From an optimization exercise on the open Yosys and OpenROAD flow, aimed at small area and a short achievable clock period; shortcuts taken in it are not production practice.
Function was checked by simulation only, so behaviour that the tests miss may differ from the original.
Power figures rest on the tool's default switching activity, not on a simulated workload.

--- design/flow/flow/run.sh ---
#!/bin/bash
set -euo pipefail
bash standard.sh BUFFER_PORTS_ARGS="-buffer_cell sky130_fd_sc_hd__buf_2" finish > standard_flow.log 2>&1
--- design/flow/standard.sh ---
#!/bin/bash
# synth_recipe.tcl (not shown) runs the flow's synth.tcl, then flattens the netlist and writes it again
# the make line also repeats each setting of config.mk as NAME=value (left out here)
make -C /OpenROAD-flow-scripts/flow DESIGN_CONFIG=/design/flow/config.mk WORK_HOME=/design/flow/orfs CLKGATE_MAP_FILE= SYNTH_SCRIPT=/design/flow/synth_recipe.tcl "${@:-finish}"
--- design/flow/config.mk ---
export PLATFORM = sky130hd
export DESIGN_NAME = wts_sound_core
export DESIGN_NICKNAME = wts_sound_core
export VERILOG_FILES = /design/flow/design.v
export SDC_FILE = /design/flow/constraint.sdc
export NUM_CORES = 4
export LEC_CHECK = 0
export CAP_MARGIN = 20
export CORE_MARGIN = 2
export CORE_UTILIZATION = 40
export CTS_BUF_LIST = sky130_fd_sc_hd__clkbuf_8
export CTS_CLUSTER_DIAMETER = 60
export CTS_CLUSTER_SIZE = 15
export SETUP_SLACK_MARGIN = 3.6
export SLEW_MARGIN = 20
--- design/flow/constraint.sdc ---
create_clock -name core_clock -period 6.5 [get_ports {clk}]
set_input_delay 1.3000 -clock core_clock [delete_from_list [all_inputs] [get_ports {clk}]]
set_output_delay 1.3000 -clock core_clock [all_outputs]
set_load 0.01 [all_outputs]
--- design/flow/design.v ---
package wts_timing_pkg;
	localparam int NUM_CH    = 5;   
	localparam int NUM_SLOTS = 6;   
	localparam int CPU_SLOT  = 5;   
	localparam int SLOT_W    = 3;   
endpackage
package wts_wave_pkg;
	localparam int SAMPLE_W = 8;               
	localparam int PHASE_W  = 5;               
	localparam int ID_W     = 3;               
	localparam int RAM_AW   = ID_W + PHASE_W;  
	localparam int VOL_W    = 4;    
	localparam int FREQ_W   = 12;   
	localparam int OUT_W    = 12;
	localparam int OUT_MID  = 2048;  
	function automatic logic [15:0] add16(input logic [15:0] a, input logic [15:0] b, input logic cin);
		logic [15:0] p, g, gg, pp, gn, pn;
		p = a ^ b;
		g = a & b;
		g[0] = g[0] | (p[0] & cin);
		gg = g;
		pp = p;
		for (int d = 1; d < 16; d = d * 2) begin
			gn = gg;
			pn = pp;
			for (int i = d; i < 16; i++) begin
				gn[i] = gg[i] | (pp[i] & gg[i-d]);
				pn[i] = pp[i] & pp[i-d];
			end
			gg = gn;
			pp = pn;
		end
		add16 = p ^ {gg[14:0], cin};
	endfunction
endpackage
`timescale 1ns/1ps
module wts_slot_arbiter (
	input  logic                               clk,
	input  logic                               nreset,
	input  logic [wts_wave_pkg::PHASE_W-1:0]   phase_next,
	input  logic                               write_pending,
	output logic [wts_timing_pkg::SLOT_W-1:0]  slot,
	output logic                               cpu_grant,
	output logic                               next_is_cpu,    
	output logic [wts_wave_pkg::RAM_AW-1:0]    play_addr_next,  
	output logic                               ram_we,
	output logic                               play_valid,
	output logic [wts_timing_pkg::SLOT_W-1:0]  play_channel
);
	logic [wts_timing_pkg::SLOT_W-1:0] slot_inc;
	assign slot_inc = (slot == wts_timing_pkg::SLOT_W'(wts_timing_pkg::NUM_SLOTS - 1)) ? '0 : slot + 1'b1;
	always_ff @(posedge clk) begin
		slot <= nreset ? slot_inc : '0;
	end
	assign cpu_grant = (slot == wts_timing_pkg::SLOT_W'(wts_timing_pkg::CPU_SLOT));
	assign next_is_cpu    = (slot_inc == wts_timing_pkg::SLOT_W'(wts_timing_pkg::CPU_SLOT));
	assign play_addr_next = {slot_inc[wts_wave_pkg::ID_W-1:0],
		(slot_inc < wts_timing_pkg::SLOT_W'(wts_timing_pkg::NUM_CH)) ? phase_next : wts_wave_pkg::PHASE_W'(0)};
	assign ram_we = cpu_grant & write_pending;
	always_ff @(posedge clk) begin
		if (!nreset) begin
			play_valid   <= 1'b0;
			play_channel <= '0;
		end else begin
			play_valid   <= ~cpu_grant;
			play_channel <= slot;
		end
	end
endmodule
`timescale 1ns/1ps
module wts_cpu_port (
	input  logic                                clk,
	input  logic                                nreset,
	input  logic [wts_wave_pkg::ID_W-1:0]       sram_id,
	input  logic [wts_wave_pkg::PHASE_W-1:0]    sram_a,
	input  logic [wts_wave_pkg::SAMPLE_W-1:0]   sram_d,
	input  logic                                sram_oe,
	input  logic                                sram_we,
	input  logic                                cpu_grant,
	input  logic [wts_wave_pkg::SAMPLE_W-1:0]   ram_q,
	output logic [wts_wave_pkg::RAM_AW-1:0]     cpu_addr,
	output logic                                strobe,
	output logic [wts_wave_pkg::SAMPLE_W-1:0]   cpu_data,
	output logic                                write_pending,
	output logic [wts_wave_pkg::SAMPLE_W-1:0]   sram_q,
	output logic                                sram_q_en
);
	logic                              read_pending;
	logic [wts_wave_pkg::ID_W-1:0]     req_id;
	logic [wts_wave_pkg::PHASE_W-1:0]  req_a;
	assign strobe = sram_oe | sram_we;
	always_ff @(posedge clk) begin
		if (strobe) begin
			req_id   <= sram_id;
			req_a    <= sram_a;
			cpu_data <= sram_d;
		end
	end
	always_ff @(posedge clk) begin
		if (!nreset) begin
			read_pending  <= 1'b0;
			write_pending <= 1'b0;
		end else if (strobe) begin
			read_pending  <= sram_oe;
			write_pending <= sram_we;
		end else if (cpu_grant) begin
			read_pending  <= 1'b0;
			write_pending <= 1'b0;
		end
	end
	always_ff @(posedge clk) begin
		if (!nreset) begin
			sram_q_en <= 1'b0;
		end else begin
			sram_q_en <= cpu_grant & read_pending;
		end
	end
	assign cpu_addr      = {req_id, req_a};
	assign sram_q   = ram_q;   
endmodule
`timescale 1ns/1ps
module wts_tone_generator (
	input  logic                              clk,
	input  logic                              nreset,
	input  logic [wts_timing_pkg::SLOT_W-1:0] slot,
	input  logic [wts_timing_pkg::NUM_CH-1:0] key_on,
	input  logic [wts_timing_pkg::NUM_CH*wts_wave_pkg::FREQ_W-1:0] reg_frequency_count,   
	output logic [wts_wave_pkg::PHASE_W-1:0]  phase_next   
);
	localparam int NS = wts_timing_pkg::NUM_SLOTS;
	logic [wts_wave_pkg::PHASE_W-1:0] phase [NS];
	logic [wts_wave_pkg::FREQ_W-1:0]  count [NS];
	logic                             update_en;
	logic                             key;
	logic [wts_wave_pkg::FREQ_W-1:0]  freq;
	logic [wts_wave_pkg::PHASE_W-1:0] phase_upd;
	logic [wts_wave_pkg::FREQ_W-1:0]  count_upd;
	assign update_en = (slot < wts_timing_pkg::SLOT_W'(wts_timing_pkg::NUM_CH));
	assign key       = update_en && key_on[slot];
	assign freq      = reg_frequency_count[slot*wts_wave_pkg::FREQ_W +: wts_wave_pkg::FREQ_W];
	always_comb begin
		phase_upd = phase[0];
		count_upd = count[0];
		if (key) begin
			phase_upd = '0;   
			count_upd = freq;
		end else if (update_en) begin
			if (count[0] == '0) begin
				count_upd = freq;
				phase_upd = phase[0] + 1'b1;   
			end else begin
				count_upd = wts_wave_pkg::FREQ_W'(wts_wave_pkg::add16(16'(count[0]), 16'hffff, 1'b0));
			end
		end
	end
	always_ff @(posedge clk) begin
		for (int i = 0; i < NS - 1; i++) begin
			phase[i] <= nreset ? phase[i+1] : '0;
			count[i] <= nreset ? count[i+1] : '0;
		end
		phase[NS-1] <= phase_upd;
		count[NS-1] <= count_upd;
	end
	assign phase_next = phase[1];
endmodule
`timescale 1ns/1ps
module wts_wave_ram (
	input  logic                              clk,
	input  logic                              nreset,          
	input  logic                              next_is_cpu,     
	input  logic [wts_wave_pkg::RAM_AW-1:0]   play_addr_next,  
	input  logic                              strobe,          
	input  logic [wts_wave_pkg::RAM_AW-1:0]   in_addr,
	input  logic                              ram_we,          
	input  logic [wts_wave_pkg::RAM_AW-1:0]   wr_addr,         
	input  logic [wts_wave_pkg::SAMPLE_W-1:0] ram_wdata,
	output logic [wts_wave_pkg::SAMPLE_W-1:0] ram_q
);
	localparam int AW        = wts_wave_pkg::RAM_AW;
	localparam int DW        = wts_wave_pkg::SAMPLE_W;
	localparam int DEPTH     = 2**AW;
	localparam int HW        = AW / 2;
	localparam int HN        = 2**HW;
	localparam int PORT_STEP = 6;   
	localparam int NPORT     = (DEPTH + PORT_STEP - 1) / PORT_STEP;
	logic [DEPTH*DW-1:0] ring;        
	logic [AW-1:0]       rot;         
	logic [HN-1:0]       rd_sel_lo;   
	logic [HN-1:0]       rd_sel_hi;
	logic [AW-1:0]       rd_pos;      
	logic                rd_fwd;      
	logic [AW-1:0]       wb_cnt;      
	logic [AW-1:0]       wb_addr;
	logic [DW-1:0]       wb_data;
	logic                wb_valid;
	logic [NPORT-1:0]    port_en;
	logic                wb_commit;   
	logic [AW-1:0]       wb_cnt_next;
	logic                wb_valid_next;
	logic [AW-1:0]       rd_pos_next;
	logic                rd_fwd_next;
	logic                wb_keep;
	function automatic logic at_port(input logic [AW-1:0] cnt);
		at_port = 1'b0;
		for (int j = 0; j < NPORT; j++) at_port = at_port | (cnt == AW'(j * PORT_STEP + 2));
	endfunction
	always_comb begin
		for (int j = 0; j < NPORT; j++) begin
			port_en[j] = wb_commit && (wb_cnt == AW'(j * PORT_STEP + 2));
		end
	end
	always_ff @(posedge clk) begin
		for (int i = 0; i < DEPTH; i++) begin
			if ((i % PORT_STEP) == 0 && port_en[i / PORT_STEP]) begin
				ring[i*DW +: DW] <= wb_data;
			end else begin
				ring[i*DW +: DW] <= ring[((i + 1) % DEPTH)*DW +: DW];
			end
		end
	end
	function automatic logic [AW-1:0] pos_of(input logic [AW-1:0] addr, input logic [AW-1:0] r);
		pos_of = AW'(wts_wave_pkg::add16(16'(addr), 16'(~r), 1'b0));
	endfunction
	assign wb_keep       = wb_valid && !wb_commit;
	assign wb_cnt_next   = ram_we ? rd_pos : AW'(wts_wave_pkg::add16(16'(wb_cnt), 16'hffff, 1'b0));
	assign wb_valid_next = ram_we || wb_keep;
	function automatic logic fwd_of(input logic [AW-1:0] addr, input logic we, input logic [AW-1:0] waddr,
		input logic keep, input logic [AW-1:0] baddr);
		fwd_of = we ? (waddr == addr) : (keep && baddr == addr);
	endfunction
	always_comb begin
		logic [AW-1:0] p_cpu;
		logic          f_cpu;
		p_cpu = strobe ? pos_of(in_addr, rot) : pos_of(wr_addr, rot);
		f_cpu = strobe ? fwd_of(in_addr, ram_we, wr_addr, wb_keep, wb_addr)
			: fwd_of(wr_addr, ram_we, wr_addr, wb_keep, wb_addr);
		if (!nreset) begin
			rd_pos_next = ~rot;
			rd_fwd_next = fwd_of('0, ram_we, wr_addr, wb_keep, wb_addr);
		end else if (next_is_cpu) begin
			rd_pos_next = p_cpu;
			rd_fwd_next = f_cpu;
		end else begin
			rd_pos_next = pos_of(play_addr_next, rot);
			rd_fwd_next = fwd_of(play_addr_next, ram_we, wr_addr, wb_keep, wb_addr);
		end
	end
	always_comb begin
		rd_pos = '0;
		for (int k = 0; k < HN; k++) begin
			if (rd_sel_lo[k]) rd_pos[HW-1:0]  = rd_pos[HW-1:0] | HW'(k);
			if (rd_sel_hi[k]) rd_pos[AW-1:HW] = rd_pos[AW-1:HW] | HW'(k);
		end
	end
	always_ff @(posedge clk) begin
		rot <= AW'(wts_wave_pkg::add16(16'(rot), 16'd1, 1'b0));
		if (ram_we) begin
			wb_addr  <= wr_addr;
			wb_data  <= ram_wdata;
		end
		wb_cnt    <= wb_cnt_next;
		wb_valid  <= wb_valid_next;
		wb_commit <= wb_valid_next && at_port(wb_cnt_next);
		rd_fwd <= rd_fwd_next;
		for (int k = 0; k < HN; k++) begin
			rd_sel_lo[k] <= (rd_pos_next[HW-1:0] == HW'(k));
			rd_sel_hi[k] <= (rd_pos_next[AW-1:HW] == HW'(k));
		end
	end
	always_ff @(posedge clk) begin
		logic [DW-1:0] grp;
		logic [DW-1:0] rd_data;
		rd_data = '0;
		for (int j = 0; j < HN; j++) begin
			grp = '0;
			for (int k = 0; k < HN; k++) begin
				grp = grp | (ring[(j*HN + k)*DW +: DW] & {DW{rd_sel_lo[k]}});
			end
			rd_data = rd_data | (grp & {DW{rd_sel_hi[j]}});
		end
		ram_q <= rd_fwd ? wb_data : rd_data;
	end
endmodule
`timescale 1ns/1ps
module wts_channel_mixer (
	input  logic                              clk,
	input  logic                              nreset,
	input  logic                              play_valid,
	input  logic [wts_timing_pkg::SLOT_W-1:0] play_channel,
	input  logic [wts_wave_pkg::SAMPLE_W-1:0] ram_q,
	input  logic [wts_timing_pkg::NUM_CH*wts_wave_pkg::VOL_W-1:0] reg_volume,   
	input  logic [wts_timing_pkg::NUM_CH*2-1:0] reg_enable,   
	output logic [wts_wave_pkg::OUT_W-1:0]    left_out,
	output logic [wts_wave_pkg::OUT_W-1:0]    right_out
);
	localparam int SW = wts_wave_pkg::SAMPLE_W;
	localparam int VW = wts_wave_pkg::VOL_W;
	localparam int OW = wts_wave_pkg::OUT_W;
	localparam int RW = SW + 2;   
	logic [RW-1:0]   left_a;    
	logic [RW-1:0]   left_b;    
	logic [RW-1:0]   right_a;
	logic [RW-1:0]   right_b;
	logic [VW-1:0]   ch_vol;
	logic [1:0]      ch_en;
	logic [VW-1:0]   vol_l;
	logic [VW-1:0]   vol_r;
	logic [RW-1:0]   q1;
	logic [RW-1:0]   q2;
	logic [RW-1:0]   q3;
	logic [OW-1:0]   left_sum;
	logic [OW-1:0]   right_sum;
	logic [OW-1:0]   left_total;
	logic [OW-1:0]   right_total;
	function automatic logic [RW-1:0] row(input logic [1:0] digit, input logic [RW-1:0] m1,
		input logic [RW-1:0] m2, input logic [RW-1:0] m3);
		case (digit)
			2'd0: row = '0;
			2'd1: row = m1;
			2'd2: row = m2;
			default: row = m3;
		endcase
	endfunction
	function automatic logic [OW-1:0] mix_add(input logic [OW-1:0] sum, input logic [RW-1:0] a_row,
		input logic [RW-1:0] b_row);
		logic [15:0] a, b, c, s, cy, t;
		a  = 16'($signed(a_row));
		b  = 16'($signed(b_row)) << 2;
		c  = {sum, 4'b0};
		s  = a ^ b ^ c;
		cy = ((a & b) | (a & c) | (b & c)) << 1;
		t  = wts_wave_pkg::add16(s, cy, 1'b0);
		mix_add = t[15:4];
	endfunction
	assign ch_vol = reg_volume[play_channel*VW +: VW];
	assign ch_en  = (nreset && play_valid) ? reg_enable[play_channel*2 +: 2] : 2'b00;
	assign vol_l  = ch_en[1] ? ch_vol : '0;
	assign vol_r  = ch_en[0] ? ch_vol : '0;
	assign q1     = RW'($signed(ram_q));
	assign q2     = q1 << 1;
	assign q3     = RW'(wts_wave_pkg::add16(16'($signed(ram_q)), 16'($signed(ram_q)) << 1, 1'b0));
	always_ff @(posedge clk) begin
		left_a  <= row(vol_l[1:0], q1, q2, q3);
		left_b  <= row(vol_l[3:2], q1, q2, q3);
		right_a <= row(vol_r[1:0], q1, q2, q3);
		right_b <= row(vol_r[3:2], q1, q2, q3);
	end
	assign left_total  = mix_add(left_sum, left_a, left_b);
	assign right_total = mix_add(right_sum, right_a, right_b);
	always_ff @(posedge clk) begin
		if (!nreset) begin
			left_sum  <= '0;
			right_sum <= '0;
			left_out  <= OW'(wts_wave_pkg::OUT_MID);
			right_out <= OW'(wts_wave_pkg::OUT_MID);
		end else if (play_valid) begin
			left_sum  <= left_total;
			right_sum <= right_total;
		end else begin
			left_out  <= left_total ^ OW'(wts_wave_pkg::OUT_MID);
			right_out <= right_total ^ OW'(wts_wave_pkg::OUT_MID);
			left_sum  <= '0;
			right_sum <= '0;
		end
	end
endmodule
`timescale 1ns/1ps
module wts_sound_core (
	input  logic                                clk,
	input  logic                                nreset,
	input  logic [wts_timing_pkg::NUM_CH-1:0]   key_on,
	input  logic [wts_timing_pkg::NUM_CH*wts_wave_pkg::FREQ_W-1:0] reg_frequency_count,   
	input  logic [wts_timing_pkg::NUM_CH*wts_wave_pkg::VOL_W-1:0]  reg_volume,            
	input  logic [wts_timing_pkg::NUM_CH*2-1:0]                    reg_enable,            
	input  logic [wts_wave_pkg::ID_W-1:0]       sram_id,
	input  logic [wts_wave_pkg::PHASE_W-1:0]    sram_a,
	input  logic [wts_wave_pkg::SAMPLE_W-1:0]   sram_d,
	input  logic                                sram_oe,
	input  logic                                sram_we,
	output logic [wts_wave_pkg::SAMPLE_W-1:0]   sram_q,
	output logic                                sram_q_en,
	output logic [wts_wave_pkg::OUT_W-1:0]      left_out,
	output logic [wts_wave_pkg::OUT_W-1:0]      right_out
);
	logic [wts_timing_pkg::SLOT_W-1:0]  slot;
	logic                               next_is_cpu;
	logic [wts_wave_pkg::RAM_AW-1:0]    play_addr_next;
	logic                               strobe;
	logic                               cpu_grant;
	logic                               ram_we;
	logic [wts_wave_pkg::SAMPLE_W-1:0]  ram_q;
	logic                               play_valid;
	logic [wts_timing_pkg::SLOT_W-1:0]  play_channel;
	logic [wts_wave_pkg::PHASE_W-1:0]   phase_next;
	logic [wts_wave_pkg::RAM_AW-1:0]    cpu_addr;
	logic [wts_wave_pkg::SAMPLE_W-1:0]  cpu_data;
	logic                               write_pending;
	wts_slot_arbiter u_slot_arbiter (
		.clk           (clk),
		.nreset        (nreset),
		.phase_next    (phase_next),
		.write_pending (write_pending),
		.slot          (slot),
		.cpu_grant     (cpu_grant),
		.next_is_cpu   (next_is_cpu),
		.play_addr_next (play_addr_next),
		.ram_we        (ram_we),
		.play_valid    (play_valid),
		.play_channel  (play_channel)
	);
	wts_cpu_port u_cpu_port (
		.clk           (clk),
		.nreset        (nreset),
		.sram_id       (sram_id),
		.sram_a        (sram_a),
		.sram_d        (sram_d),
		.sram_oe       (sram_oe),
		.sram_we       (sram_we),
		.cpu_grant     (cpu_grant),
		.ram_q         (ram_q),
		.cpu_addr      (cpu_addr),
		.strobe        (strobe),
		.cpu_data      (cpu_data),
		.write_pending (write_pending),
		.sram_q        (sram_q),
		.sram_q_en     (sram_q_en)
	);
	wts_tone_generator u_tone_generator (
		.clk                 (clk),
		.nreset              (nreset),
		.slot                (slot),
		.key_on              (key_on),
		.reg_frequency_count (reg_frequency_count),
		.phase_next          (phase_next)
	);
	wts_wave_ram u_wave_ram (
		.clk       (clk),
		.ram_we    (ram_we),
		.nreset    (nreset),
		.next_is_cpu (next_is_cpu),
		.play_addr_next (play_addr_next),
		.strobe    (strobe),
		.in_addr   ({sram_id, sram_a}),
		.wr_addr   (cpu_addr),
		.ram_wdata (cpu_data),
		.ram_q     (ram_q)
	);
	wts_channel_mixer u_channel_mixer (
		.clk          (clk),
		.nreset       (nreset),
		.play_valid   (play_valid),
		.play_channel (play_channel),
		.ram_q        (ram_q),
		.reg_volume   (reg_volume),
		.reg_enable   (reg_enable),
		.left_out     (left_out),
		.right_out    (right_out)
	);
endmodule
==> results_dict.tcl, run 1 <==
set metrics [dict create \
    p_per_area_nw_per_um2 300 \
    min_from "u_wave_ram.ring[232]" \
    grt_pass1_vias 46400 \
    synth_seq_cells 2335 \
    finalSetupViolations 0 \
    relSlewSlack_pct 24.4 \
    first_pass_iters 7 \
    antenna_found_initial 12 \
    pre_cts_slack_ns 2.51 \
    cts_made_buffers 180 \
    fin_nets 5749 \
    drive_gt1_share_pct 19.4 \
    met1_length_microns 98100 \
    period_minus_slack_ns 2.93 \
    routed_wl_microns 228000 \
    ir_worst_vdd_mv 0.161 \
    area_delta_synth_final_pct 11.9 \
    viasPerCell 5.90 \
    clkTransAtPathRegs_ns 0.10 \
    die_h_microns 423 \
    drc 0 \
    crit_path_start_kind "flip-flop" \
    grt_setup_unrepaired "yes" \
    grt_pass1_wl_microns 323000 \
    fillers 15600 \
    routedWlPerCell_microns 28.8 \
    wl_met3_microns 20100 \
    postSynthCellCount 5377 \
    syn_nets 5580 \
    met2_length_microns 100000 \
    final_util_pct 45.1 \
    clock-skew-final_ns 0.0404 \
    cp_max_fo 8 \
    cp_slowest_stage_delay_ns 0.77 \
    synthesis.area_sq_um 70200 \
    reg2reg_from "u_wave_ram.wb_cnt[0]" \
    crit_top_cell "nor2b_1" \
    max_freq_ghz 0.341 \
    grt.total_usage_pct 24.3 \
    postLayoutSetupSlackWorst_ns 3.57 \
    cap_violations 0 \
    dieArea_sq_um 179000 \
    p_leak_nw 30.4 \
    register_area_sq_um 47200 \
    critPathKind "reg -> reg" \
    synth_edf_count 32 \
    placedCellCount 7595 \
    whs_endpoint "u_wave_ram.ring[224]" \
    tightest_slew_ns 1.13 \
    end_kind "flip-flop" \
    antenna_left 0 \
    crit_required_ns 7.34 \
    core_region_area_sq_um 174000 \
    synth_top_family_by_area "compound AO/OA/AOI/OAI gates" \
    muxShareOfSynthArea_pct 6.49 \
    synth-adder-area-share_pct 1.87 \
    gp_congestion 0.911 \
    globalRouteOverflowTotal 0 \
    hold_class "reg -> reg" \
    clk-insertion-delay-late_ns 0.98 \
    synth_xor_area_share_pct 1.07 \
    topRoutingLayerUsed "met5" \
    pin_count 148 \
    slew_viol_final 0 \
    reg2reg_depth 6 \
    clock_sinks 2335 \
    initial_core_util_pct 40.3 \
    cp_num_buf_inv 1 \
    grt_max_degree 97 \
    drt_iter0_markers 5308 \
    synth_flop_cell "dfxtp_1" \
    synth_top_area_share_pct 65.7 \
    holdBufCountCts 0 \
    dp_hpwl_microns 131000 \
    yosys.area.top_type "dfxtp_1" \
    multi_input_area_sq_um 22300 \
    finalNonFillerCells 7922 \
    period_share_pct 45.1 \
    path_delay_family "simple AND/OR/NAND/NOR gates" \
    row_count 153 \
    final_cell_area_sq_um 78500 \
    path_cells "inv_1 > ha_1 > nor2b_1 > nor2b_1 > nand3_1 > mux2_2" \
    vias 46800 \
    holdPathStages 0 \
    root_buffer "clkbuf_8" \
    synth_compound_area_share_pct 15.6 \
    die_x_microns 423 \
    synth-simple-area-share_pct 5.78 \
    setup_tns_ns 0 \
    ys_warn_count 7 \
    placed_area_sq_um 73500 \
    port_buffers 147 \
    r2r_slack_ns 3.57 \
    slowest_stage "nand3_1" \
    synthTopCellsByArea "dfxtp_1 (66%), mux2_2 (5.6%), a221oi_1 (5.5%)" \
    syn_avg_cell_area_sq_um 13.0 \
    h-tree-depth 4 \
    cts_max_path_buffers 3 \
    status "finished clean" \
    yosysSeqAreaShare_pct 67.1 \
    finalHoldViolCount 0 \
    worstReg2RegEnd "u_wave_ram.ring[818]" \
    cp_data_arrival_time_ns 3.77 \
    async_flop_share_pct 0 \
    cts_tree "yes" \
    ys_types 78 \
]
-- area by class of cell --
| class | instances | share of cell area, % |
|---|---|---|
| clock inverter | 42 | 0.513 |
| timing repair buffer | 326 | 3.76 |
| multi-input combinational | 2650 | 28.4 |
| sequential | 2335 | 60.1 |
| clock buffer | 185 | 3.24 |
| inverter | 53 | 0.263 |
| antenna | 6 | 0.0191 |
| tap | 2325 | 3.70 |
-- synth_stat cells, types with 33 or more instances --
cell	instances
and2_1	130
nor2_1	126
mux2_2	346
nand2_1	81
inv_1	50
nor3_1	33
dfxtp_1	2303
xnor2_1	46
clkbuf_1	265
buf_1	66
o21ai_0	96
nand4_1	158
nand3_1	79
ha_1	60
a221oi_1	442
a21oi_1	43
a22o_1	434
xor2_1	40
a22oi_1	206
-- kinds of logic after synthesis --
logic type,Yosys count
buf+inv,392
flops,2335
mux,389
xor+xnor,86
simple gates,743
fa+ha+maj,88
compound gates,1344
-- how the worst max path moves through the flow --
stage / start / to / slack [ns] / depth (start not counted)
after floorplan: sram_a[1] / u_wave_ram.rd_sel_hi[6] / 3.13 / 10
after global placement: u_slot_arbiter.slot[2] / u_wave_ram.rd_sel_hi[14] / 2.54 / 12
after detailed placement: u_slot_arbiter.slot[2] / u_wave_ram.rd_sel_hi[14] / 2.51 / 12
after CTS: u_channel_mixer.left_sum[0] / u_channel_mixer.left_out[8] / 3.52 / 11
after global routing: u_channel_mixer.left_sum[0] / u_channel_mixer.left_out[8] / 3.47 / 11
final: u_wave_ram.wb_cnt[0] / u_wave_ram.ring[818] / 3.57 / 6
-- worst reg2reg max path, stage by stage, from the launching register on --
cell and delay [ns]:
dfxtp_1 0.35, inv_1 0.10, ha_1 0.22, nor2b_1 0.31, nor2b_1 0.49, nand3_1 0.77, mux2_2 0.55
-- cell usage in the layout, fill, tap and decap left out, types with 46 or more instances in the layout --
cell type  synthesis  final
a221oi_1         442    438
a22o_1           434    434
a22oi_1          206    189
and2_1           130    130
buf_2              6    140
buf_4              1    119
clkbuf_8           0    185
dfxtp_1         2303   2268
ha_1              60     51
inv_1             50     57
mux2_2           346    344
nand2_1           81     76
nand3_1           79     76
nand4_1          158    158
nor2_1           126    114
o21ai_0           96     75
xnor2_1           46     46
-- state kept, by name, indices dropped and copies added (netlist names), 16 cells and up --
name / cells
u_tone_generator.phase: 30
u_wave_ram.rd_sel_lo: 16
u_wave_ram.rd_sel_hi: 16
u_tone_generator.count: 72
u_wave_ram.ring: 2048
-- routing by layer --
metal,vias up,GRT usage (%)
met4,10,10.5
met1,23700,33.0
met3,489,5.14
met2,2177,37.4
met5,-,0
li1,20400,-
-- power by group --
group	switching, mW	internal (mW)	leakage, nW
clock network	4.61	2.79	1.54
registers	0.244	14.6	18.9
logic	0.846	0.461	9.93
-- through the flow --
stage	hold WS (ns)	power, mW
CTS	0.313	23.5
detailed placement	0.336	16.2
global placement	0.333	16.2
finish	0.322	23.5
floorplan	0.331	15.8
global route	0.334	24.3
-- timing repair --
action	in CTS	in global routing
endpoints found under the setup margin	71	76
gates cloned	8	5
pin swaps	25	57
resized for setup	115	99
setup buffers	38	43
==> run 2, diff against run 1 <==
==> design/flow/run.sh (new file) <==
#!/bin/bash
# synth_recipe.tcl (not shown) runs the flow's synth.tcl, then flattens the netlist and writes it again
# the make line also repeats each setting of config.mk as NAME=value (left out here)
make -C /OpenROAD-flow-scripts/flow DESIGN_CONFIG=/design/flow/config.mk WORK_HOME=/design/flow/orfs CLKGATE_MAP_FILE= SYNTH_SCRIPT=/design/flow/synth_recipe.tcl finish
removed: design/flow/flow/run.sh
removed: design/flow/standard.sh
==> run 2 against run 1 <==
Critical endpoint is now u_wave_ram.ram_q[0]; fmax shrank 1.9%; highest routed layer unchanged; worst setup slack lost 0.056 ns; sequential power is essentially flat.
==> results_dict.tcl, run 2 <==
set metrics [dict create \
    status "finished clean" \
    vias 46200 \
    synth_top_area_share_pct 65.7 \
    async_flop_share_pct 0 \
    tightest_slew_ns 1.28 \
    largest_reg_flops 2048 \
    cp_data_arrival_time_ns 3.80 \
    period_minus_slack_ns 2.99 \
    topRoutingLayerUsed "met5" \
    cap_violations 0 \
    syn_nets 5580 \
    grt_setup_unrepaired "yes" \
    fin_nets 5715 \
    cts_max_path_buffers 3 \
    synth-simple-area-share_pct 5.78 \
    relSlewSlack_pct 14.7 \
    ir_worst_vdd_mv 0.164 \
    h-tree-depth 4 \
    first_pass_iters 6 \
    synthesis.area_sq_um 70200 \
    final_cell_mix "dfxtp_1 (2,257), a221oi_1 (437), a22o_1 (434)" \
    die_h_microns 423 \
    crit_required_ns 7.31 \
    routed_wl_microns 222000 \
    cp_max_fo 24 \
    clock_sinks 2335 \
    muxShareOfSynthArea_pct 6.49 \
    ys_warn_count 7 \
    wl_met3_microns 18000 \
    synth_xor_area_share_pct 1.07 \
    finalHoldViolCount 0 \
    synth-adder-area-share_pct 1.87 \
    synth_seq_cells 2335 \
    hold_class "reg -> reg" \
    routedWlPerCell_microns 28.2 \
    port_buffers 147 \
    netlist_top_cells_count "dfxtp_1 (2,303), a221oi_1 (442), a22o_1 (434), mux2_2 (346), clkbuf_1 (265)" \
    p_per_area_nw_per_um2 298 \
    dieArea_sq_um 179000 \
    drt_iter0_markers 4790 \
    grt_pass1_vias 45700 \
    pin_count 148 \
    antenna_left 0 \
    cts_tree "yes" \
    regMostFlops "u_wave_ram.ring" \
    final_common_cell "dfxtp_1" \
    endpoint "u_wave_ram.ram_q[0]" \
    met1_length_microns 97200 \
    worstReg2RegEnd "u_wave_ram.ram_q[0]" \
    clock-skew-final_ns 0.0666 \
    drc 0 \
    finalSetupViolations 0 \
    met2_length_microns 99100 \
    r2r_slack_ns 3.51 \
    root_buffer "clkbuf_8" \
    grt.total_usage_pct 23.9 \
    setup_tns_ns 0 \
    area_delta_synth_final_pct 12.0 \
    end_kind "flip-flop" \
    yosys.cell_count.top_type "dfxtp_1" \
    core_region_area_sq_um 174000 \
    top_regs "u_wave_ram.ring: 2048 flops, u_tone_generator.count: 72 flops, u_tone_generator.phase: 30 flops" \
    critPathKind "reg -> reg" \
    row_count 153 \
    synth_edf_count 32 \
    gp_congestion 0.897 \
    syn_avg_cell_area_sq_um 13.0 \
    grt_max_degree 95 \
    max_freq_ghz 0.335 \
    reg2reg_from "u_wave_ram.rd_sel_lo[9]" \
    crit_path_start_kind "flip-flop" \
    viasPerCell 5.86 \
    postSynthCellCount 5377 \
    synth_top_family_by_area "compound AO/OA/AOI/OAI gates" \
    dp_hpwl_microns 128000 \
    slew_viol_final 0 \
    yosys.area.top_type "dfxtp_1" \
    globalRouteOverflowTotal 0 \
    synth_compound_area_share_pct 15.6 \
    period_share_pct 46.0 \
    die_x_microns 423 \
    synthTopCellsByArea "dfxtp_1 (66%), mux2_2 (5.6%), a221oi_1 (5.5%)" \
    cts_made_buffers 180 \
    antenna_found_initial 16 \
    grt_pass1_wl_microns 318000 \
    ys_types 78 \
    initial_core_util_pct 40.3 \
    clkTransAtPathRegs_ns 0.09 \
    startpoint "u_wave_ram.rd_sel_lo[9]" \
    yosysSeqAreaShare_pct 67.1 \
    synth_flop_cell "dfxtp_1" \
    drive_gt1_share_pct 16.9 \
    reg2reg_depth 8 \
    p_leak_nw 30.1 \
    clk-insertion-delay-late_ns 1.00 \
    placed_area_sq_um 74200 \
    final_cell_area_sq_um 78600 \
]
==> run 2: power breakdown <==
part	leakage [nW]	switching [mW]	internal (mW)	total (mW)
combinational	9.71	0.801	0.472	1.27
sequential	18.9	0.254	14.6	14.8
clock	1.53	4.65	2.64	7.30
total	30.1	5.71	17.7	23.4
==> run 2: through the flow <==
step | power [mW] | cells | hold WS (ns) | utilization (%) | worst slack (ns)
after detailed placement | 16.3 | 7585 | 0.336 | 42.6 | 2.28
final | 23.4 | 7883 | 0.319 | 45.2 | 3.51
after global placement | 16.2 | 7585 | 0.333 | 42.6 | 2.27
after global routing | 24.1 | 7882 | 0.322 | 45.2 | 3.48
after floorplan | 15.8 | 5377 | 0.331 | - | 3.13
after CTS | 23.4 | 7855 | 0.319 | 44.9 | 3.59
==> run 2: critical path, cell delays in order (launching register included) <==
cell      delay [ns]
dfxtp_4         0.51
buf_16          0.26
buf_8           0.24
a22o_1          0.23
a221oi_1        0.27
nand4_1         0.40
a22oi_1         0.31
nand4_1         0.19
o31a_1          0.39
==> run 2: cell families after synthesis <==
logic type	after synthesis
flip-flops	2335
AO/OA/AOI/OAI	1344
AND/OR/NAND/NOR	743
buffers and inverters	392
multiplexers	389
adder cells (fa/ha/maj)	88
XOR/XNOR	86
==> run 2: final cells by class <==
| class | instances | area, sq um |
|---|---|---|
| clock inverter | 42 | 383 |
| sequential | 2335 | 47200 |
| antenna | 5 | 12.5 |
| fill | 15700 | 95400 |
| clock buffer | 181 | 2490 |
| timing repair buffer | 292 | 3090 |
| inverter | 53 | 211 |
| multi-input combinational | 2650 | 22300 |
| tap | 2325 | 2910 |
==> run 2: worst min path at each step <==
stage                          startpoint                    end  slack, ns  cells past startpoint
finish               u_wave_ram.ring[849]   u_wave_ram.ring[841]       0.32                      0
global route         u_wave_ram.ring[228]   u_wave_ram.ring[220]       0.32                      0
CTS                  u_wave_ram.ring[849]   u_wave_ram.ring[841]       0.32                      0
detailed placement  u_wave_ram.ring[1938]  u_wave_ram.ring[1930]       0.34                      0
global placement     u_wave_ram.ring[815]   u_wave_ram.ring[807]       0.33                      0
floorplan             u_wave_ram.ring[22]    u_wave_ram.ring[14]       0.33                      0
==> run 2: repair_timing <==
item / CTS / global route
endpoints found under the hold margin: 0 / 0
endpoints found under the setup margin: 87 / 63
resized for setup: 278 / 81
buffers inserted: 40 / 23
pin swaps: 20 / 56
hold buffers: 0 / 0
cloned: 7 / 0
==> run 2: layer usage <==
layer	up-vias	global-route usage [%]
met4	8	9.00
li1	20300	-
met3	432	5.13
met2	1972	37.0
met1	23500	32.8
met5	-	0
==> run 3, diff against run 2 <==
==> design/flow/flow/run.sh (new file) <==
#!/bin/bash
set -euo pipefail
bash standard.sh \
	BUFFER_PORTS_ARGS="-buffer_cell sky130_fd_sc_hd__buf_2" \
	CTS_ARGS="-sink_clustering_enable -repair_clock_nets -sink_clustering_size 20 -sink_clustering_max_diameter 60 -buf_list sky130_fd_sc_hd__clkbuf_16 -dont_use_dummy_load" \
	finish > standard_flow.log 2>&1
==> design/flow/standard.sh (new file) <==
#!/bin/bash
# synth_recipe.tcl (not shown) runs the flow's synth.tcl, then flattens the netlist and writes it again
# the make line also repeats each setting of config.mk as NAME=value (left out here)
make -C /OpenROAD-flow-scripts/flow DESIGN_CONFIG=/design/flow/config.mk WORK_HOME=/design/flow/orfs CLKGATE_MAP_FILE= SYNTH_SCRIPT=/design/flow/synth_recipe.tcl "${@:-finish}"
removed: design/flow/run.sh
==> run 3 against run 2 <==
Still clean on timing, DRC and antenna; die area stayed put; cell count is 0.65% lower; hold slack worse by 0.024 ns; register-to-register slack better by 0.02 ns; critical endpoint is now u_wave_ram.ram_q[1]; largest cell class unchanged.
==> results_dict.tcl, run 3 <==
set metrics [dict create \
    final_cell_area_sq_um 79100 \
    crit_required_ns 7.18 \
    syn_avg_cell_area_sq_um 13.0 \
    grt_setup_unrepaired "yes" \
    fin_nets 5702 \
    root_buffer "clkbuf_16" \
    multi_input_area_sq_um 22300 \
    p_leak_nw 30.6 \
    max_freq_ghz 0.336 \
    critPathKind "reg -> reg" \
    grt.total_usage_pct 24.2 \
    synthTopCellsByArea "dfxtp_1 (66%), mux2_2 (5.6%), a221oi_1 (5.5%)" \
    setup_tns_ns 0 \
    slew_viol_final 0 \
    finalHoldViolCount 0 \
    postSynthCellCount 5377 \
    drt_iter0_markers 5271 \
    whs_ns 0.294 \
    cap_violations 0 \
    cp_max_fo 53 \
    clock_sinks 2335 \
    drc 0 \
    antenna_left 0 \
    tightest_slew_ns 1.17 \
    clk-insertion-delay-late_ns 0.83 \
    synth_seq_cells 2335 \
    top_regs "u_wave_ram.ring: 2048 flops, u_tone_generator.count: 72 flops, u_tone_generator.phase: 30 flops" \
    period_minus_slack_ns 2.97 \
    area_delta_synth_final_pct 12.8 \
    vias 46500 \
    placed_area_sq_um 73500 \
    hold_class "reg -> reg" \
    first_pass_iters 6 \
    h-tree-depth 4 \
    row_count 153 \
    drive_gt1_share_pct 18.2 \
    grt_pass1_vias 45900 \
    cts_max_path_buffers 3 \
    total_power_mw 24.7 \
    ys_warn_count 7 \
    yosysSeqAreaShare_pct 67.1 \
    initial_core_util_pct 40.3 \
    port_buffers 147 \
    final_cell_mix "dfxtp_1 (2,267), a221oi_1 (438), a22o_1 (434)" \
    synthesis.area_sq_um 70200 \
    cp_data_arrival_time_ns 3.66 \
    yosys.area.top_type "dfxtp_1" \
    synth_flop_cell "dfxtp_1" \
    p_per_area_nw_per_um2 313 \
    holdBufCountCts 0 \
    dieArea_sq_um 179000 \
    pin_count 148 \
    core_region_area_sq_um 174000 \
    synth_edf_count 32 \
    relSlewSlack_pct 21.8 \
    gp_congestion 0.911 \
    clkTransAtPathRegs_ns 0.08 \
    antenna_found_initial 10 \
    syn_nets 5580 \
    globalRouteOverflowTotal 0 \
    crit_path_start_kind "flip-flop" \
    final_common_cell "dfxtp_1" \
    clock-skew-final_ns 0.0655 \
    register_area_sq_um 47200 \
    netlist_top_cells_count "dfxtp_1 (2,303), a221oi_1 (442), a22o_1 (434), mux2_2 (346), clkbuf_1 (265)" \
    status "finished clean" \
    dp_hpwl_microns 131000 \
    synth_top_area_share_pct 65.7 \
    routedWlPerCell_microns 29.2 \
    fillers 15500 \
    cts_made_buffers 149 \
    ir_worst_vdd_mv 0.206 \
    die_h_microns 423 \
    routed_wl_microns 228000 \
    grt_max_degree 97 \
    cts_tree "yes" \
    regMostFlops "u_wave_ram.ring" \
    period_share_pct 45.7 \
    yosys.cell_count.top_type "dfxtp_1" \
    die_x_microns 423 \
    finalSetupViolations 0 \
    largest_reg_flops 2048 \
    end_kind "flip-flop" \
    async_flop_share_pct 0 \
    viasPerCell 5.94 \
    grt_pass1_wl_microns 321000 \
    ys_types 78 \
]
-- run 3: stage by stage --
step           worst slack (ns)  instances  util, %
6_report                   3.53       7832     45.5
5_1_grt                    3.42       7824     45.5
4_1_cts                    3.55       7779     44.9
3_5_place_dp               2.51       7595     42.2
3_3_place_gp               2.54       7595     42.2
2_1_floorplan              3.13       5377        -
-- run 3: logic make-up after synthesis --
family | after synthesis | share of synthesized area (%)
flops | 2335 | 67.1
buf+inv | 392 | 2.11
fa+ha+maj | 88 | 1.87
simple gates | 743 | 5.78
xor+xnor | 86 | 1.07
compound gates | 1344 | 15.6
mux | 389 | 6.49
-- run 3: final timing paths --
kind                                  from              endpoint  slack [ns]  cells after the start
hold / removal        u_wave_ram.ring[465]  u_wave_ram.ring[457]        0.29                      0
hold reg to reg       u_wave_ram.ring[465]  u_wave_ram.ring[457]        0.29                      0
setup reg to reg  u_wave_ram.rd_sel_lo[13]   u_wave_ram.ram_q[1]        3.53                      7
setup / recovery  u_wave_ram.rd_sel_lo[13]   u_wave_ram.ram_q[1]        3.53                      7
-- run 3: where the power goes --
group	internal (mW)	switching, mW
logic	0.440	0.830
clock network	4.06	4.58
registers	14.6	0.253
total	19.1	5.66
-- run 3: critical path, cell delays in order (launching register included) --
cell and delay [ns]:
dfxtp_4 0.48, buf_12 0.25, a22o_1 0.28, a221oi_1 0.27
nand4_1 0.21, a22oi_1 0.74, nand4_1 0.19, o31a_1 0.32
-- run 3: metal layers --
metal  vias up  global-route usage, %  share of wire (%)
met4         8                   9.66                4.0
li1      20300                      -                  -
met3       437                   4.92                8.6
met5         -                      0              0.021
met1     23700                   33.1                 43
met2      2128                   37.5                 44
-- run 3: repair_timing --
action	CTS	global route
pin swaps	27	64
cloned	8	7
setup buffers	27	36
endpoints found under the setup margin	72	69
gates resized for setup	109	96
-- run 3: final cells by class --
cell class	instances	area share (%)
flip-flops and latches	2335	59.6
inverters	53	0.259
multi-input cells	2650	28.2
repair buffers	310	3.53
diodes	10	0.0316
well taps	2325	3.68
clock buffers	149	4.71
==> run 4, diff against run 3 <==
==> design/flow/flow/run.sh (replaced) <==
#!/bin/bash
set -euo pipefail
bash standard.sh \
	BUFFER_PORTS_ARGS="-buffer_cell sky130_fd_sc_hd__buf_2" \
	CTS_ARGS="-sink_clustering_enable -repair_clock_nets -sink_clustering_size 15 -sink_clustering_max_diameter 60 -buf_list sky130_fd_sc_hd__clkbuf_8 -dont_use_dummy_load" \
	finish > standard_flow.log 2>&1
--- a/design/flow/config.mk
+++ b/design/flow/config.mk
@@ -12,4 +12,4 @@
 export CTS_CLUSTER_DIAMETER = 60
 export CTS_CLUSTER_SIZE = 15
-export SETUP_SLACK_MARGIN = 3.6
+export SETUP_SLACK_MARGIN = 3.8
 export SLEW_MARGIN = 20
==> run 4 against run 3 <==
Die area unchanged; synthesized cell count unchanged; global-route usage up 0.59 points; register-to-register slack better by 0.15 ns; count of clock-buffer cells in the layout up 31; clock power down about 20%; design area up 2.1%; first-iteration DRC count up 2.8%; fmax up 4.9%; critical path type is now in -> reg; critical endpoint is now u_wave_ram.rd_sel_hi[9].
==> results_dict.tcl, run 4 <==
set metrics [dict create \
    cts_tree "yes" \
    cp_data_arrival_time_ns 3.65 \
    grt.total_usage_pct 24.8 \
    hold_class "reg -> reg" \
    core_region_area_sq_um 174000 \
    synth_edf_count 32 \
    dp_hpwl_microns 129000 \
    cap_violations 0 \
    synth_flop_cell "dfxtp_1" \
    final_util_pct 46.4 \
    cp_slowest_stage_delay_ns 0.33 \
    p_leak_nw 31.2 \
    reg2reg_from "u_wave_ram.rd_sel_lo[10]" \
    clock-skew-final_ns 0.106 \
    h-tree-depth 4 \
    area_delta_synth_final_pct 15.1 \
    holdPathStages 0 \
    postSynthCellCount 5377 \
    dieArea_sq_um 179000 \
    drc 0 \
    first_pass_iters 6 \
    crit_path_start_kind "input port" \
    clk-insertion-delay-late_ns 0.96 \
    end_kind "flip-flop" \
    ys_types 78 \
    yosysSeqAreaShare_pct 67.1 \
    whs_endpoint "u_wave_ram.ring[152]" \
    grt_setup_unrepaired "yes" \
    yosys.cell_count.top_type "dfxtp_1" \
    finalHoldViolCount 0 \
    ys_warn_count 7 \
    routedWlPerCell_microns 29.6 \
    pin_count 148 \
    cp_max_fo 8 \
    drt_iter0_markers 5419 \
    setup_tns_ns 0 \
    critPathKind "in -> reg" \
    initial_core_util_pct 40.3 \
    yosys.area.top_type "dfxtp_1" \
    root_buffer "clkbuf_8" \
    slowest_stage "or3_1" \
    period_minus_slack_ns 2.83 \
    clock_sinks 2335 \
    finalSetupViolations 0 \
    cts_max_path_buffers 3 \
    crit_required_ns 7.32 \
    relSlewSlack_pct 20.1 \
    synthesis.area_sq_um 70200 \
    syn_nets 5580 \
    slew_viol_final 0 \
    drive_gt1_share_pct 23.5 \
    min_from "u_wave_ram.ring[160]" \
    cts_made_buffers 180 \
    postLayoutSetupSlackWorst_ns 3.67 \
    viasPerCell 5.95 \
    syn_avg_cell_area_sq_um 13.0 \
    clkTransAtPathRegs_ns 0.09 \
    tightest_slew_ns 1.20 \
    die_x_microns 423 \
    grt_max_degree 95 \
    fin_nets 5864 \
    port_buffers 147 \
    worstReg2RegEnd "u_wave_ram.wb_commit" \
    reg2reg_depth 9 \
    total_power_mw 23.2 \
    gp_congestion 0.881 \
    synth_seq_cells 2335 \
    synthTopCellsByArea "dfxtp_1 (66%), mux2_2 (5.6%), a221oi_1 (5.5%)" \
    status "finished clean" \
    row_count 153 \
    netlist_top_cells_count "dfxtp_1 (2,303), a221oi_1 (442), a22o_1 (434), mux2_2 (346), clkbuf_1 (265)" \
    path_cells "buf_2 > ha_4 > inv_2 > fa_2 > nor2b_1 > o21ai_0 > a21boi_1 > o21a_1 > or3_1 > a21oi_2 > o311ai_4 > buf_12 > a211oi_2" \
    synth_top_area_share_pct 65.7 \
    top_regs "u_wave_ram.ring: 2048 flops, u_tone_generator.count: 72 flops, u_tone_generator.phase: 30 flops" \
    async_flop_share_pct 0 \
    globalRouteOverflowTotal 0 \
    die_h_microns 423 \
    antenna_found_initial 11 \
    antenna_left 0 \
    vias 47500 \
    final_cell_mix "dfxtp_1 (2,241), a22o_1 (434), a221oi_1 (369)" \
    routed_wl_microns 236000 \
    r2r_slack_ns 3.68 \
    pre_cts_slack_ns 2.51 \
    max_freq_ghz 0.353 \
    ir_worst_vdd_mv 0.182 \
    regMostFlops "u_wave_ram.ring" \
    final_common_cell "dfxtp_1" \
    p_per_area_nw_per_um2 287 \
    whs_ns 0.273 \
    largest_reg_flops 2048 \
    grt_pass1_vias 46500 \
    grt_pass1_wl_microns 328000 \
    period_share_pct 43.6 \
]
-- run 4: worst max-delay path: cells and delay by family --
family	cells	cell delay, ns
AOI/OAI and AO/OA	6	1.20
buffers and inverters	3	0.40
and+or+nand+nor	2	0.39
adders and majority gates	2	0.38
-- run 4: cell families after synthesis --
logic type	count (synthesis)	share of synthesized area (%)
flops	2335	67.1
compound gates	1344	15.6
simple gates	743	5.78
buf+inv	392	2.11
mux	389	6.49
fa+ha+maj	88	1.87
xor+xnor	86	1.07
-- run 4: routing by layer --
metal | vias to the layer above | part of all wire (%) | GRT usage [%]
met3 | 519 | 8.8 | 4.72
met2 | 2243 | 44 | 38.4
met5 | - | 0.0063 | 0
li1 | 20600 | - | -
met1 | 24200 | 42 | 34.2
met4 | 4 | 4.4 | 9.70
-- run 4: worst max-delay path by stage --
stage	to	startpoint	slack [ns]	cells past startpoint
CTS	sram_q[4]	u_wave_ram.ram_q[4]	3.63	1
global placement	u_wave_ram.rd_sel_hi[14]	u_slot_arbiter.slot[2]	2.63	12
floorplan	u_wave_ram.rd_sel_hi[6]	sram_a[1]	3.13	10
detailed placement	u_wave_ram.rd_sel_hi[11]	u_slot_arbiter.slot[2]	2.51	12
global route	u_wave_ram.rd_sel_hi[6]	sram_a[0]	3.55	12
finish	u_wave_ram.rd_sel_hi[9]	sram_a[0]	3.67	13
-- run 4: cell type report --
cell class	instances	area [sq um]
fillers	15400	93300
flip-flops and latches	2335	47200
multi-input cells	2651	23200
repair buffers	440	4750
well taps	2325	2910
clock buffers	180	2480
inverters	53	220
diodes	1	2.50
-- run 4: power by group --
group          total [mW]  leakage (nW)  switching [mW]  internal (mW)
Sequential           14.9          18.9           0.277           14.6
Clock                6.92          1.29            4.45           2.47
Combinational        1.41          11.0           0.894          0.516
-- run 4: what timing repair did --
item	CTS	global route
setup buffers	117	56
setup endpoints to repair	195	187
pin swaps	103	137
gates cloned	17	16
hold buffers	0	0
gates resized for setup	329	199
-- run 4: metrics by stage --
step,area (sq um),instances
floorplan,70300,5377
global placement,73500,7598
detailed placement,73500,7598
CTS,78900,7912
global route,80700,7985
finish,80700,7985
==> run 5, diff against run 4 <==
--- a/design/flow/config.mk
+++ b/design/flow/config.mk
@@ -12,4 +12,4 @@
 export CTS_CLUSTER_DIAMETER = 60
 export CTS_CLUSTER_SIZE = 15
-export SETUP_SLACK_MARGIN = 3.8
+export SETUP_SLACK_MARGIN = 3.4
 export SLEW_MARGIN = 20
==> run 5 against run 4 <==
Design area fell by 4.8%; synthesized cell count did not move; sequential share of layout area rose by 2.9 points; highest routed layer unchanged; still clean on timing, DRC and antenna; register-to-register slack got worse by 0.30 ns; fmax fell by 9.2%; largest cell class unchanged; global-route usage fell by 1.4 points.
==> results_dict.tcl, run 5 <==
set metrics [dict create \
    status "finished clean" \
    total_power_mw 22.9 \
    cp_data_arrival_time_ns 3.85 \
    grt_pass1_wl_microns 312000 \
    drt_iter0_markers 4833 \
    synth_xor_area_share_pct 1.07 \
    fin_nets 5695 \
    synth_edf_count 32 \
    cts_made_buffers 181 \
    fillers 15800 \
    largest_reg_flops 2048 \
    top_regs "u_wave_ram.ring: 2048 flops, u_tone_generator.count: 72 flops, u_tone_generator.phase: 30 flops" \
    clkTransAtPathRegs_ns 0.10 \
    clk-insertion-delay-late_ns 0.98 \
    grt.total_usage_pct 23.5 \
    viasPerCell 5.84 \
    syn_avg_cell_area_sq_um 13.0 \
    drc 0 \
    root_buffer "clkbuf_8" \
    cts_tree "yes" \
    synthTopCellsByArea "dfxtp_1 (66%), mux2_2 (5.6%), a221oi_1 (5.5%)" \
    synth_flop_cell "dfxtp_1" \
    synth_top_area_share_pct 65.7 \
    vias 45700 \
    final_common_cell "dfxtp_1" \
    netlist_top_cells_count "dfxtp_1 (2,303), a221oi_1 (442), a22o_1 (434), mux2_2 (346), clkbuf_1 (265)" \
    period_minus_slack_ns 3.12 \
    whs_ns 0.268 \
    slew_viol_final 0 \
    dieArea_sq_um 179000 \
    async_flop_share_pct 0 \
    synth_compound_area_share_pct 15.6 \
    postSynthCellCount 5377 \
    row_count 153 \
    pre_cts_slack_ns 2.21 \
    gp_congestion 0.902 \
    area_delta_synth_final_pct 9.53 \
    cap_violations 0 \
    ir_worst_vdd_mv 0.198 \
    grt_pass1_vias 45200 \
    antenna_found_initial 15 \
    finalSetupViolations 0 \
    hold_class "reg -> reg" \
    h-tree-depth 4 \
    final_cell_mix "dfxtp_1 (2,272), a221oi_1 (438), a22o_1 (434)" \
    initial_core_util_pct 40.3 \
    antenna_left 0 \
    synth_seq_cells 2335 \
    ys_types 78 \
    critPathKind "reg -> reg" \
    topRoutingLayerUsed "met5" \
    syn_nets 5580 \
    port_buffers 147 \
    holdBufCountCts 0 \
    startpoint "u_wave_ram.rd_sel_lo[13]" \
    synth_top_family_by_area "compound AO/OA/AOI/OAI gates" \
    clock-skew-final_ns 0.121 \
    die_h_microns 423 \
    min_from "u_wave_ram.ring[2014]" \
    routedWlPerCell_microns 28.0 \
    tightest_slew_ns 1.14 \
    cp_max_fo 33 \
    muxShareOfSynthArea_pct 6.49 \
    crit_path_start_kind "flip-flop" \
    clock_sinks 2335 \
    grt_setup_unrepaired "yes" \
    yosys.area.top_type "dfxtp_1" \
    max_freq_ghz 0.321 \
    p_per_area_nw_per_um2 298 \
    routed_wl_microns 219000 \
    globalRouteOverflowTotal 0 \
    synth-simple-area-share_pct 5.78 \
    pin_count 148 \
    first_pass_iters 5 \
    yosysSeqAreaShare_pct 67.1 \
    postLayoutSetupSlackWorst_ns 3.38 \
    yosys.cell_count.top_type "dfxtp_1" \
    finalHoldViolCount 0 \
    reg2reg_from "u_wave_ram.rd_sel_lo[13]" \
    finalNonFillerCells 7820 \
    met2_length_microns 97200 \
    regMostFlops "u_wave_ram.ring" \
    synthesis.area_sq_um 70200 \
    period_share_pct 48.0 \
    wl_met3_microns 18800 \
    core_region_area_sq_um 174000 \
    setup_tns_ns 0 \
    met1_length_microns 94700 \
    grt_max_degree 108 \
    end_kind "flip-flop" \
    relSlewSlack_pct 23.9 \
    placedCellCount 7596 \
    drive_gt1_share_pct 17.2 \
    ys_warn_count 7 \
    dp_hpwl_microns 130000 \
    p_leak_nw 29.7 \
    synth-adder-area-share_pct 1.87 \
    crit_required_ns 7.23 \
    cts_max_path_buffers 3 \
    die_x_microns 423 \
]
## run 5: path summary, 6_finish.rpt
kind	end	slack (ns)	depth (start not counted)
hold reg to reg	u_wave_ram.ring[2006]	0.27	0
hold / removal	u_wave_ram.ring[2006]	0.27	0
setup / recovery	u_wave_ram.ram_q[3]	3.38	7
setup reg to reg	u_wave_ram.ram_q[3]	3.38	7
## run 5: area by class of cell
| class | count | area [sq um] | share of cell area (%) |
|---|---|---|---|
| Antenna cell | 5 | 12.5 | 0.0163 |
| Clock buffer | 181 | 2490 | 3.24 |
| Inverter | 53 | 209 | 0.272 |
| Multi-Input combinational cell | 2650 | 22000 | 28.6 |
| Sequential cell | 2335 | 47100 | 61.4 |
| Tap cell | 2325 | 2910 | 3.79 |
| Timing Repair Buffer | 271 | 2060 | 2.68 |
## run 5: critical path, stage by stage (launching register included)
cell and delay, ns:
dfxtp_4 0.53, buf_4 0.42, a22o_1 0.28, a221oi_1 0.21, nand4_1 0.30, a22oi_1 0.61
nand4_1 0.18, o31a_1 0.36
## run 5: through the flow
| step | area [sq um] | util (%) |
|---|---|---|
| 6_report | 76800 | 44.2 |
| 5_1_grt | 76800 | 44.2 |
| 4_1_cts | 76200 | 43.8 |
| 3_5_place_dp | 73400 | 42.2 |
| 3_3_place_gp | 73400 | 42.2 |
| 2_1_floorplan | 70200 | - |
## run 5: metal layers
metal | track usage [%] | vias up
met1 | 32.0 | 23000
met5 | 0 | -
li1 | - | 20200
met2 | 36.5 | 2043
met4 | 8.95 | 6
met3 | 4.87 | 394
## run 5: kinds of logic (layout without fill, tap and decap cells)
kind of cell,count (synthesis),after routing
XOR/XNOR,86,86
other,0,5
AND/OR/NAND/NOR,743,743
multiplexers,389,389
flip-flops,2335,2335
adder cells (fa/ha/maj),88,88
AO/OA/AOI/OAI,1344,1344
buffers and inverters,392,505
## run 5: power by group
group          total, mW  internal, mW  switching (mW)  leakage, nW
Clock               6.89          2.49            4.40         1.30
Combinational       1.12         0.383           0.737         9.50
Sequential          14.9          14.6           0.274         18.9
## run 5: repair_timing
action,4_1_cts,5_1_grt
gates cloned,2,3
setup buffers,6,26
setup endpoints to repair,37,55
resized for setup,48,67
pin swaps,5,19
==> run 6, diff against run 5 <==
--- a/design/flow/config.mk
+++ b/design/flow/config.mk
@@ -9,7 +9,5 @@
 export CORE_MARGIN = 2
 export CORE_UTILIZATION = 40
-export CTS_BUF_LIST = sky130_fd_sc_hd__clkbuf_8
-export CTS_CLUSTER_DIAMETER = 60
-export CTS_CLUSTER_SIZE = 15
-export SETUP_SLACK_MARGIN = 3.4
+export PLACE_DENSITY = 0.65
+export SETUP_SLACK_MARGIN = 3.6
 export SLEW_MARGIN = 20
==> run 6 against run 5 <==
Still clean; clock power down 1%; flip-flop and latch count unchanged; synthesized cell count unchanged; register-to-register slack better by 0.14 ns; hold slack better by 0.027 ns; global-route usage down 0.32 points; first-iteration DRC count up 8.9%; synthesized area unchanged; fmax up 4.5%; via count up 2.2%; largest cell class unchanged.
==> results_dict.tcl, run 6 <==
set metrics [dict create \
    ys_types 78 \
    async_flop_share_pct 0 \
    vias 46700 \
    placed_area_sq_um 73500 \
    p_per_area_nw_per_um2 294 \
    antenna_found_initial 11 \
    cap_violations 0 \
    setup_tns_ns 0 \
    dieArea_sq_um 179000 \
    cp_slowest_stage_delay_ns 0.51 \
    whs_endpoint "u_wave_ram.ring[825]" \
    combPwrFrac_pct 5.4 \
    regMostFlops "u_wave_ram.ring" \
    critPathKind "reg -> reg" \
    yosysSeqAreaShare_pct 67.1 \
    switching_power_mw 5.42 \
    grt_pass1_wl_microns 311000 \
    synthTopCellsByArea "dfxtp_1 (66%), mux2_2 (5.6%), a221oi_1 (5.5%)" \
    core_region_area_sq_um 174000 \
    ir_worst_vdd_mv 0.216 \
    period_minus_slack_ns 2.98 \
    p_int_mw 17.4 \
    dp_hpwl_microns 127000 \
    relSlewSlack_pct 23.6 \
    path_delay_family "compound AO/OA/AOI/OAI gates" \
    cts_tree "yes" \
    pre_cts_slack_ns 2.49 \
    final_cell_area_sq_um 77900 \
    max_freq_ghz 0.335 \
    antenna_left 0 \
    period_share_pct 45.9 \
    netlist_top_cells_count "dfxtp_1 (2,303), a221oi_1 (442), a22o_1 (434), mux2_2 (346), clkbuf_1 (265)" \
    area_delta_synth_final_pct 11.0 \
    viasPerCell 5.93 \
    holdPathStages 0 \
    port_buffers 147 \
    worstReg2RegEnd "u_wave_ram.ram_q[3]" \
    cp_num_buf_inv 1 \
    grt_pass1_vias 45900 \
    yosys.area.top_type "dfxtp_1" \
    grt_setup_unrepaired "yes" \
    grt.total_usage_pct 23.1 \
    drive_gt1_share_pct 18.7 \
    fillers 15600 \
    clock-skew-final_ns 0.132 \
    pin_count 148 \
    globalRouteOverflowTotal 0 \
    top_regs "u_wave_ram.ring: 2048 flops, u_tone_generator.count: 72 flops, u_tone_generator.phase: 30 flops" \
    row_count 153 \
    cp_data_arrival_time_ns 3.71 \
    postSynthCellCount 5377 \
    clock_sinks 2335 \
    path_cells "buf_16 > a22o_1 > a221oi_1 > nand4_1 > a22oi_2 > nand4_1 > o31a_1" \
    status "finished clean" \
    initial_core_util_pct 40.3 \
    sequentialPowerShare_pct 64.9 \
    h-tree-depth 4 \
    syn_nets 5580 \
    routed_wl_microns 222000 \
    end_kind "flip-flop" \
    synth_edf_count 32 \
    yosys.cell_count.top_type "dfxtp_1" \
    final_common_cell "dfxtp_1" \
    drt_iter0_markers 5264 \
    reg2reg_depth 7 \
    finalSetupViolations 0 \
    fin_nets 5742 \
    syn_avg_cell_area_sq_um 13.0 \
    final_cell_mix "dfxtp_1 (2,267), a22o_1 (434), a221oi_1 (433)" \
    min_from "u_wave_ram.ring[833]" \
    finalHoldViolCount 0 \
    largest_reg_flops 2048 \
    clockPowerShare_pct 29.7 \
    clk-insertion-delay-late_ns 0.97 \
    synthesis.area_sq_um 70200 \
    die_h_microns 423 \
    grt_max_degree 108 \
    ys_warn_count 7 \
    slowest_stage "dfxtp_4" \
    clkTransAtPathRegs_ns 0.09 \
    postLayoutSetupSlackWorst_ns 3.52 \
    hold_class "reg -> reg" \
    p_sw_share_pct 23.7 \
    first_pass_iters 8 \
    synth_top_area_share_pct 65.7 \
    cts_made_buffers 177 \
    p_leak_nw 30.1 \
    crit_required_ns 7.23 \
    root_buffer "clkbuf_8" \
    crit_path_start_kind "flip-flop" \
    r2r_slack_ns 3.52 \
    gp_congestion 0.924 \
    cts_max_path_buffers 3 \
    routedWlPerCell_microns 28.2 \
    drc 0 \
    die_x_microns 423 \
    tightest_slew_ns 1.14 \
    synth_seq_cells 2335 \
    cp_max_fo 39 \
    reg2reg_from "u_wave_ram.rd_sel_lo[13]" \
    crit_top_cell "nand4_1" \
    slew_viol_final 0 \
    synth_flop_cell "dfxtp_1" \
]
run 6: cell counts after synthesis:
No cell type changed its count.
run 6: logic make-up after synthesis:
group,after synthesis,share of synthesized area (%)
simple gates,743,5.78
xor+xnor,86,1.07
fa+ha+maj,88,1.87
mux,389,6.49
compound gates,1344,15.6
flops,2335,67.1
buf+inv,392,2.11
run 6: per-stage QoR:
stage | std cells | hold WS [ns] | power [mW] | util (%)
after floorplan | 5377 | 0.331 | 15.8 | -
after CTS | 7811 | 0.291 | 22.8 | 44.1
after detailed placement | 7593 | 0.336 | 16.2 | 42.2
after global routing | 7864 | 0.306 | 23.5 | 44.7
after global placement | 7593 | 0.332 | 16.2 | 42.2
final | 7868 | 0.295 | 22.9 | 44.8
run 6: per-layer routing:
| metal | track usage (%) | part of all wire (%) | vias up |
|---|---|---|---|
| met4 | 11.1 | 4.9 | 6 |
| met1 | 31.2 | 42 | 23500 |
| met3 | 4.67 | 9.2 | 543 |
| li1 | - | - | 20300 |
| met5 | 0 | 0.013 | - |
| met2 | 35.4 | 44 | 2318 |
run 6: power groups by stage:
| stage | clock network [mW] | registers (mW) | logic, mW |
|---|---|---|---|
| finish | 6.80 | 14.8 | 1.23 |
| global route | 7.38 | 14.9 | 1.30 |
| CTS | 6.87 | 14.8 | 1.11 |
| detailed placement | 0 | 15.2 | 1.02 |
| global placement | 0 | 15.2 | 1.00 |
| floorplan | 0 | 15.0 | 0.767 |
run 6: how the worst max path moves through the flow:
stage	from	endpoint	slack, ns	cells after the start
after global routing	u_channel_mixer.right_b[2]	u_channel_mixer.right_out[10]	3.49	10
final	u_wave_ram.rd_sel_lo[13]	u_wave_ram.ram_q[3]	3.52	7
after CTS	u_slot_arbiter.slot[0]	u_wave_ram.wb_commit	3.60	9
after global placement	u_slot_arbiter.slot[2]	u_wave_ram.rd_sel_hi[4]	2.55	12
after floorplan	sram_a[1]	u_wave_ram.rd_sel_hi[6]	3.13	10
after detailed placement	u_slot_arbiter.slot[2]	u_wave_ram.rd_sel_hi[15]	2.49	12
run 6: worst reg2reg max path: stages, from the launching register on:
cell,delay [ns]
dfxtp_4,0.51
buf_16,0.27
a22o_1,0.34
a221oi_1,0.25
nand4_1,0.31
a22oi_2,0.46
nand4_1,0.21
o31a_1,0.43
run 6: layout make-up:
type                       instances  area [sq um]  share of cell area, %
sequential                      2335         47200                   60.6
multi-input combinational       2650         22300                   28.6
tap                             2325          2910                   3.74
timing repair buffer             322          2880                   3.70
clock buffer                     177          2440                   3.13
inverter                          53           204                  0.262
antenna                            6          15.0                 0.0193
run 6: timing repair:
action | 4_1_cts | 5_1_grt
setup endpoints to repair | 60 | 66
cloned | 3 | 8
pin swaps | 21 | 60
setup buffers | 38 | 43
gates resized for setup | 102 | 104
hold buffers | 0 | 0

[afterwards: timing with drivers on the ports]
The results above use ideal ports. As a check the final layouts listed here were re-extracted and re-timed, cells and wires unchanged.
Step 1 assumes that a clkbuf_16 drives the clock port and a buf_2 every other input.
Step 2 adds t to the input delays and takes it off the output delays; t is the mean of the earliest and latest rising clock arrival at the registers after step 1. Input paths then give back, and output paths get back, about the clock's delay inside the block.
Three values: ideal, step 1, step 2; two values: the first two.
run | t (ns) | setup WS [ns] | worst setup path at the end | worst register clock-pin slew, ns
run 1 | 1.027 | 3.566 / 3.566 / 2.616 | input to register | 0.10 / 0.10
run 2 | 1.050 | 3.511 / 3.511 / 2.655 | input to register | 0.10 / 0.10
run 3 | 0.867 | 3.528 / 3.528 / 2.755 | input to register | 0.09 / 0.09
run 4 | 1.016 | 3.667 / 3.617 / 2.678 | input to register | 0.11 / 0.11
run 5 | 0.992 | 3.381 / 3.381 / 2.525 | input to register | 0.10 / 0.10
run 6 | 0.995 | 3.517 / 3.517 / 2.678 | input to register | 0.10 / 0.10
After both steps every run listed still meets setup and hold. For run 4, which loses most, drivers alone change the setup slack by -0.050 ns; drivers and shift together by -0.989 ns.
